This design comes from an exercise in tuning for small area on the open sky130 flow, not from production work. Function was checked by simulation only, so behaviour that the tests miss may differ from the original.

## design/flow/run.sh

```bash
#!/bin/bash
# synth_recipe.tcl (not shown) runs the flow's synth.tcl, then flattens the netlist and writes it again
# the make line also repeats each setting of config.mk as NAME=value (left out here)
make -C /OpenROAD-flow-scripts/flow DESIGN_CONFIG=/design/flow/config.mk WORK_HOME=/design/flow/orfs CLKGATE_MAP_FILE= SYNTH_SCRIPT=/design/flow/synth_recipe.tcl finish
```

## design/flow/config.mk

```make
export PLATFORM = sky130hd
export DESIGN_NAME = matmul_top
export DESIGN_NICKNAME = matmul_top
export VERILOG_FILES = /design/flow/design.v
export SDC_FILE = /design/flow/constraint.sdc
export NUM_CORES = 4
export LEC_CHECK = 0
export CAP_MARGIN = 20
export CORE_MARGIN = 2
export CORE_UTILIZATION = 40
export SLEW_MARGIN = 20
```

## design/flow/constraint.sdc

```tcl
create_clock -name core_clock -period 10.0 [get_ports {clk}]
set_input_delay 2.0000 -clock core_clock [delete_from_list [all_inputs] [get_ports {clk}]]
set_output_delay 2.0000 -clock core_clock [all_outputs]
set_load 0.01 [all_outputs]
```

## design/flow/design.v

```verilog
`timescale 1ns/1ps
`default_nettype none
module matmul_top #(
  parameter int DATA_W = 32,
  parameter int ADDR_W = 12
) (
  input  logic              clk,
  input  logic              reset_n,
  input  logic              dut_valid,
  output logic              dut_ready,
  output logic [ADDR_W-1:0] input_read_address,
  input  logic [DATA_W-1:0] input_read_data,
  output logic [ADDR_W-1:0] weight_read_address,
  input  logic [DATA_W-1:0] weight_read_data,
  output logic              result_write_enable,
  output logic [ADDR_W-1:0] result_write_address,
  output logic [DATA_W-1:0] result_write_data
);
  localparam logic [1:0] S_IDLE = 2'd0, S_DIMS = 2'd1, S_RUN = 2'd2, S_FIN = 2'd3;
  logic [1:0]        state;
  logic [1:0]        ph;         
  logic              kend_q;     
  logic              wr_arm;     
  logic [ADDR_W-1:0] a_addr;
  logic [ADDR_W-1:0] b_addr;
  logic [ADDR_W-1:0] k_cnt;      
  logic [ADDR_W-1:0] nm1;        
  logic [ADDR_W-1:0] np;         
  logic [ADDR_W-1:0] m_rem;      
  logic [ADDR_W-1:0] c_addr;
  logic [DATA_W-1:0] acc;
  logic              k_end, j_end, i_end, adv, restart;
  logic [7:0]        y;
  logic [DATA_W-1:0] a_sh;
  logic [DATA_W-1:0] base;
  assign dut_ready            = (state == S_IDLE);
  assign input_read_address   = a_addr;
  assign weight_read_address  = b_addr;
  assign result_write_address = c_addr;
  assign result_write_data    = acc;
  assign result_write_enable  = state[1] && wr_arm && kend_q && (ph == 2'd0);
  assign y    = weight_read_data[8*ph +: 8];
  assign a_sh = input_read_data << (8*ph);
  assign base = (kend_q && ph == 2'd0) ? '0 : acc;
  always_ff @(posedge clk)
    acc <= base + a_sh * y;
  assign k_end   = (k_cnt == '0);
  assign j_end   = (b_addr == np);
  assign i_end   = (m_rem == ADDR_W'(1));
  assign adv     = (ph == 2'd2);
  assign restart = k_end && !j_end;
  always_ff @(posedge clk)
  begin
    if (!reset_n)
    begin
      state <= S_IDLE;
    end
    else
    begin
      ph <= ph + 1'b1;
      if (result_write_enable)
        c_addr <= c_addr + 1'b1;
      case (state)
        S_IDLE:
        begin
          if (dut_valid)
          begin
            state  <= S_DIMS;
            ph     <= 2'd3;
            a_addr <= '0;
            b_addr <= '0;
            kend_q <= 1'b1;
            wr_arm <= 1'b0;
            c_addr <= '0;
          end
        end
        S_DIMS:
        begin
          if (adv)
          begin
            state  <= S_RUN;
            nm1    <= input_read_data[ADDR_W-1:0] - 1'b1;
            k_cnt  <= input_read_data[ADDR_W-1:0] - 1'b1;
            m_rem  <= input_read_data[16 +: ADDR_W];
            np     <= acc[ADDR_W-1:0];
            a_addr <= ADDR_W'(1);
            b_addr <= ADDR_W'(1);
          end
        end
        S_RUN:
        begin
          if (adv)
          begin
            wr_arm <= 1'b1;
            kend_q <= k_end;
            k_cnt  <= k_end ? nm1 : k_cnt - 1'b1;
            a_addr <= a_addr + (restart ? ~nm1 : '0) + 1'b1;
            b_addr <= (k_end && j_end) ? ADDR_W'(1) : b_addr + 1'b1;
            if (k_end && j_end)
            begin
              m_rem <= m_rem - 1'b1;
              if (i_end)
                state <= S_FIN;
            end
          end
        end
        S_FIN:
        begin
          if (ph == 2'd0)
            state <= S_IDLE;
        end
      endcase
    end
  end
endmodule
`default_nettype wire
```

==> run summary <==
## cell usage after synthesis (4+ instances only)
| library cell | count | area share |
|---|---|---|
| nor2_1 | 255 | 0.070 |
| inv_1 | 222 | 0.061 |
| fa_1 | 187 | 0.27 |
| nand2_1 | 133 | 0.036 |
| edfxtp_1 | 88 | 0.19 |
| ha_1 | 64 | 0.058 |
| a21oi_1 | 63 | 0.023 |
| xnor2_1 | 61 | 0.039 |
| clkbuf_1 | 46 | 0.013 |
| xor2_1 | 37 | 0.024 |
| dfxtp_1 | 34 | 0.049 |
| nor3_1 | 33 | 0.012 |
| o21ai_0 | 32 | 0.012 |
| nand3_1 | 31 | 0.011 |
| mux2i_1 | 27 | 0.020 |
| nand2b_1 | 24 | 0.011 |
| nand4_1 | 14 | 0.0064 |
| nor2b_1 | 12 | 0.0055 |
| o21a_1 | 12 | 0.0065 |
| or2_2 | 11 | 0.0050 |
| or3_1 | 11 | 0.0050 |
| and3_1 | 10 | 0.0045 |
| and2_1 | 9 | 0.0041 |
| o21ai_1 | 9 | 0.0033 |
| a21o_1 | 8 | 0.0044 |
| buf_1 | 8 | 0.0022 |
| mux2_2 | 8 | 0.0065 |
| a211oi_1 | 6 | 0.0033 |
| buf_2 | 6 | 0.0022 |
| nor4_1 | 6 | 0.0027 |
| a31oi_1 | 4 | 0.0018 |
| o211ai_1 | 4 | 0.0022 |
## flip-flops by register name, summed over array words and instances (netlist names), 2 cells and up
signal  count
acc        32
a_addr     12
b_addr     12
c_addr     12
k_cnt      12
m_rem      12
nm1        12
np         12
ph          2
state       2
## final timing paths
kind | depth (start not counted) | slack (ns) | startpoint | to
worst max-delay path | 19 | 2.17 | weight_read_data[8] | acc[30]
worst min-delay path | 0 | 0.47 | acc[0] | np[0]
worst max register to register | 19 | 3.10 | ph[0] | acc[30]
worst min register to register | 0 | 0.47 | acc[0] | np[0]
## cell families after synthesis
family,Yosys count
mux,39
flops,122
buf+inv,286
simple gates,565
xor+xnor,99
compound gates,162
fa+ha+maj,251
## layout make-up
| type | instances | area, um^2 | share of cell area |
|---|---|---|---|
| Clock buffer | 17 | 425 | 0.0263 |
| Sequential cell | 122 | 3320 | 0.205 |
| Tap cell | 448 | 561 | 0.0347 |
| Multi-Input combinational cell | 1116 | 9370 | 0.579 |
| Clock inverter | 15 | 154 | 0.00952 |
| Timing Repair Buffer | 152 | 1500 | 0.0928 |
| Inverter | 223 | 837 | 0.0518 |
## through the flow
step	hold slack (ns)	worst slack, ns	util
3_3_place_gp	0.441	1.81	0.461
3_5_place_dp	0.458	1.72	0.462
2_1_floorplan	0.491	2.95	-
4_1_cts	0.470	2.16	0.479
6_report	0.468	2.17	0.480
5_1_grt	0.488	1.81	0.480
## layout by cell type (no fill, tap or decap), types with 4 or more instances in the layout
master | Yosys | final
o21ai_0 | 32 | 32
dfxtp_1 | 34 | 34
a21oi_1 | 63 | 63
xnor2_1 | 61 | 61
mux2_2 | 8 | 8
clkdlybuf4s50_1 | 0 | 136
or2_2 | 11 | 11
a31oi_1 | 4 | 4
or3_1 | 11 | 11
ha_1 | 64 | 63
a211oi_1 | 6 | 6
o21a_1 | 12 | 12
inv_1 | 222 | 222
inv_6 | 0 | 6
and3_1 | 10 | 10
edfxtp_1 | 88 | 88
nand2_1 | 133 | 133
nor2_1 | 255 | 255
o21ai_1 | 9 | 8
a21o_1 | 8 | 8
clkbuf_16 | 0 | 17
nand4_1 | 14 | 14
mux2i_1 | 27 | 27
fa_1 | 187 | 187
nand3_1 | 31 | 31
nor3_1 | 33 | 32
o211ai_1 | 4 | 4
nor2b_1 | 12 | 12
nor4_1 | 6 | 6
xor2_1 | 37 | 37
nand2b_1 | 24 | 24
and2_1 | 9 | 9
buf_4 | 1 | 15
## per-layer routing
metal	routed length, um	vias to the layer above	part of all wire	GRT usage
li1	-	5086	-	-
met1	16200	5266	0.45	0.280
met2	16900	273	0.47	0.340
met3	1810	56	0.051	0.0350
met4	849	0	0.024	0.0575
met5	0	-	0	0
==> results.py <==
metrics = {
    "sta": {
        "hold_viol": 0,
        "fin_skew_ns": 0.0136,
        "max_slew_margin": 0.400,
        "fmaxAchievable_ghz": 0.128,
        "fin_setup_tns_ns": 0,
        "fin_crit_ns": 7.83,
        "worst_pin_slew_ns": 0.897,
        "fin_crit_sh": 0.783,
        "maxSlewViolCount": 0,
        "rsz0062_at_grt": "false",
        "finalSetupViolations": 0,
    },
    "hold_path": {
        "hold_class": "reg2reg",
    },
    "synth": {
        "synth_nets": 1842,
        "ys_warn_count": 1,
        "syn-instance-count": 1524,
        "synth-simple-area-share": 0.183,
        "async_reset_ff_frac": 0,
        "synth_mux_area_frac": 0.0311,
        "yosys.area_share.xor_xnor": 0.0640,
        "ys_types": 64,
        "synth-edff-count": 88,
        "synthAdderAreaFrac": 0.330,
        "synth_seq_area_share": 0.241,
        "synthFlopType": "edfxtp_1",
        "synth_area_um2": 13800,
        "ys_ff_latch": 122,
        "syn_avg_cell_area_um2": 9.04,
        "synth_top_family_by_area": "adder cells",
        "synth_compound_area_frac": 0.0713,
    },
    "global_routing": {
        "grt.overflow.total": 0,
        "grt_max_degree": 62,
        "antenna_found_initial": 0,
        "grt_pass1_vias": 10900,
        "track_usage": 0.206,
        "grt_pass1_wl_um": 57800,
    },
    "worst_setup_path": {
        "crit_type": "in2reg",
        "arrival_ns": 8.14,
        "critPathTopFamily": "adder cells",
        "cp-end-kind": "flip-flop",
        "required_ns": 10.30,
        "crit_path_frequent_cell": "fa_1",
        "critPathBufInv": 4,
        "max_stage_delay_ns": 0.75,
        "critPathSlowestCell": "mux4_2",
        "crit_fanout": 32,
        "crit_chain": "clkdlybuf4s50_1 > mux4_2 > nand3_1 > fa_1 > inv_1 > fa_1 > fa_1 > inv_1 > fa_1 > inv_1 > ha_1 > o21a_1 > o21a_1 > o22ai_1 > o21ai_0 > a211oi_1 > a21oi_1 > a41oi_1 > o41ai_1",
        "cp-start-kind": "primary input",
    },
    "layout": {
        "n_fill_cell": 3250,
        "finalNonFillerCells": 2093,
        "final_area_um2": 16200,
        "drive_gt1_frac": 0.0492,
        "synthToLayoutAreaGrowth_pct": 17.4,
        "antenna_cells": 0,
        "fin_nets": 1950,
    },
    "clock_network": {
        "htree_levels": 4,
        "ctsHoldBuffers": 0,
        "cts_sinks": 122,
        "cts.clk_slew.worst_paths_ns": 0.06,
        "clock_latency_ns": 0.44,
        "clock_path_buffers": 2,
        "cts_resized": 0,
        "cts_setup_buffers": 0,
        "clk_root_buffer_cell": "clkbuf_16",
        "cts_tree": "done",
        "cts_made_buffers": 17,
    },
    "placement": {
        "io_buffer_count": 136,
        "dp.cells": 2060,
        "place_area_um2": 15600,
        "gp_congestion": 0.832,
        "dpl.hpwl_um": 28600,
    },
    "routing": {
        "drc": 0,
        "firstDrtPassIters": 5,
        "wire_per_inst_um": 17.1,
        "drtIter0Drc": 517,
        "drt-total-wl_um": 35700,
        "vias_per_cell": 5.10,
        "ant_nets": 0,
        "vias": 10700,
    },
    "floorplan": {
        "chipHeight_um": 190,
        "die_w_um": 190,
        "coreArea_um2": 33700,
        "rows": 67,
        "initial_utilization": 0.409,
        "die-area_um2": 35900,
        "ios": 137,
    },
    "status": {
        "run_status": "complete, no violations",
    },
    "job": {
        "drv_cap": 0,
    },
}

==> re-timing with driven ports <==
No port has a modelled driver above. Below, the same layout with a new extraction and two added sets of constraints. Step 1 assumes that a clkbuf_16 drives the clock port and a buf_2 every other input. Step 2 moves the port delays by t, midway between the first and last clock arrival at a register: inputs arrive t later, outputs are due t later. That takes back most of the time a late clock gives input paths. Slacks: ideal ports / drivers / drivers and shift; pairs: ideal ports / drivers.
t, ns: 0.478
slack for setup (ns): 2.168 / 2.195 / 1.717
hold slack, ns: 0.468 / 0.468 / 0.468
latest minus earliest clock arrival (ns): 0.015 / 0.015
After both steps this run still meets setup and hold. For this run, drivers alone change the setup slack by +0.027 ns; drivers and shift together by -0.451 ns.
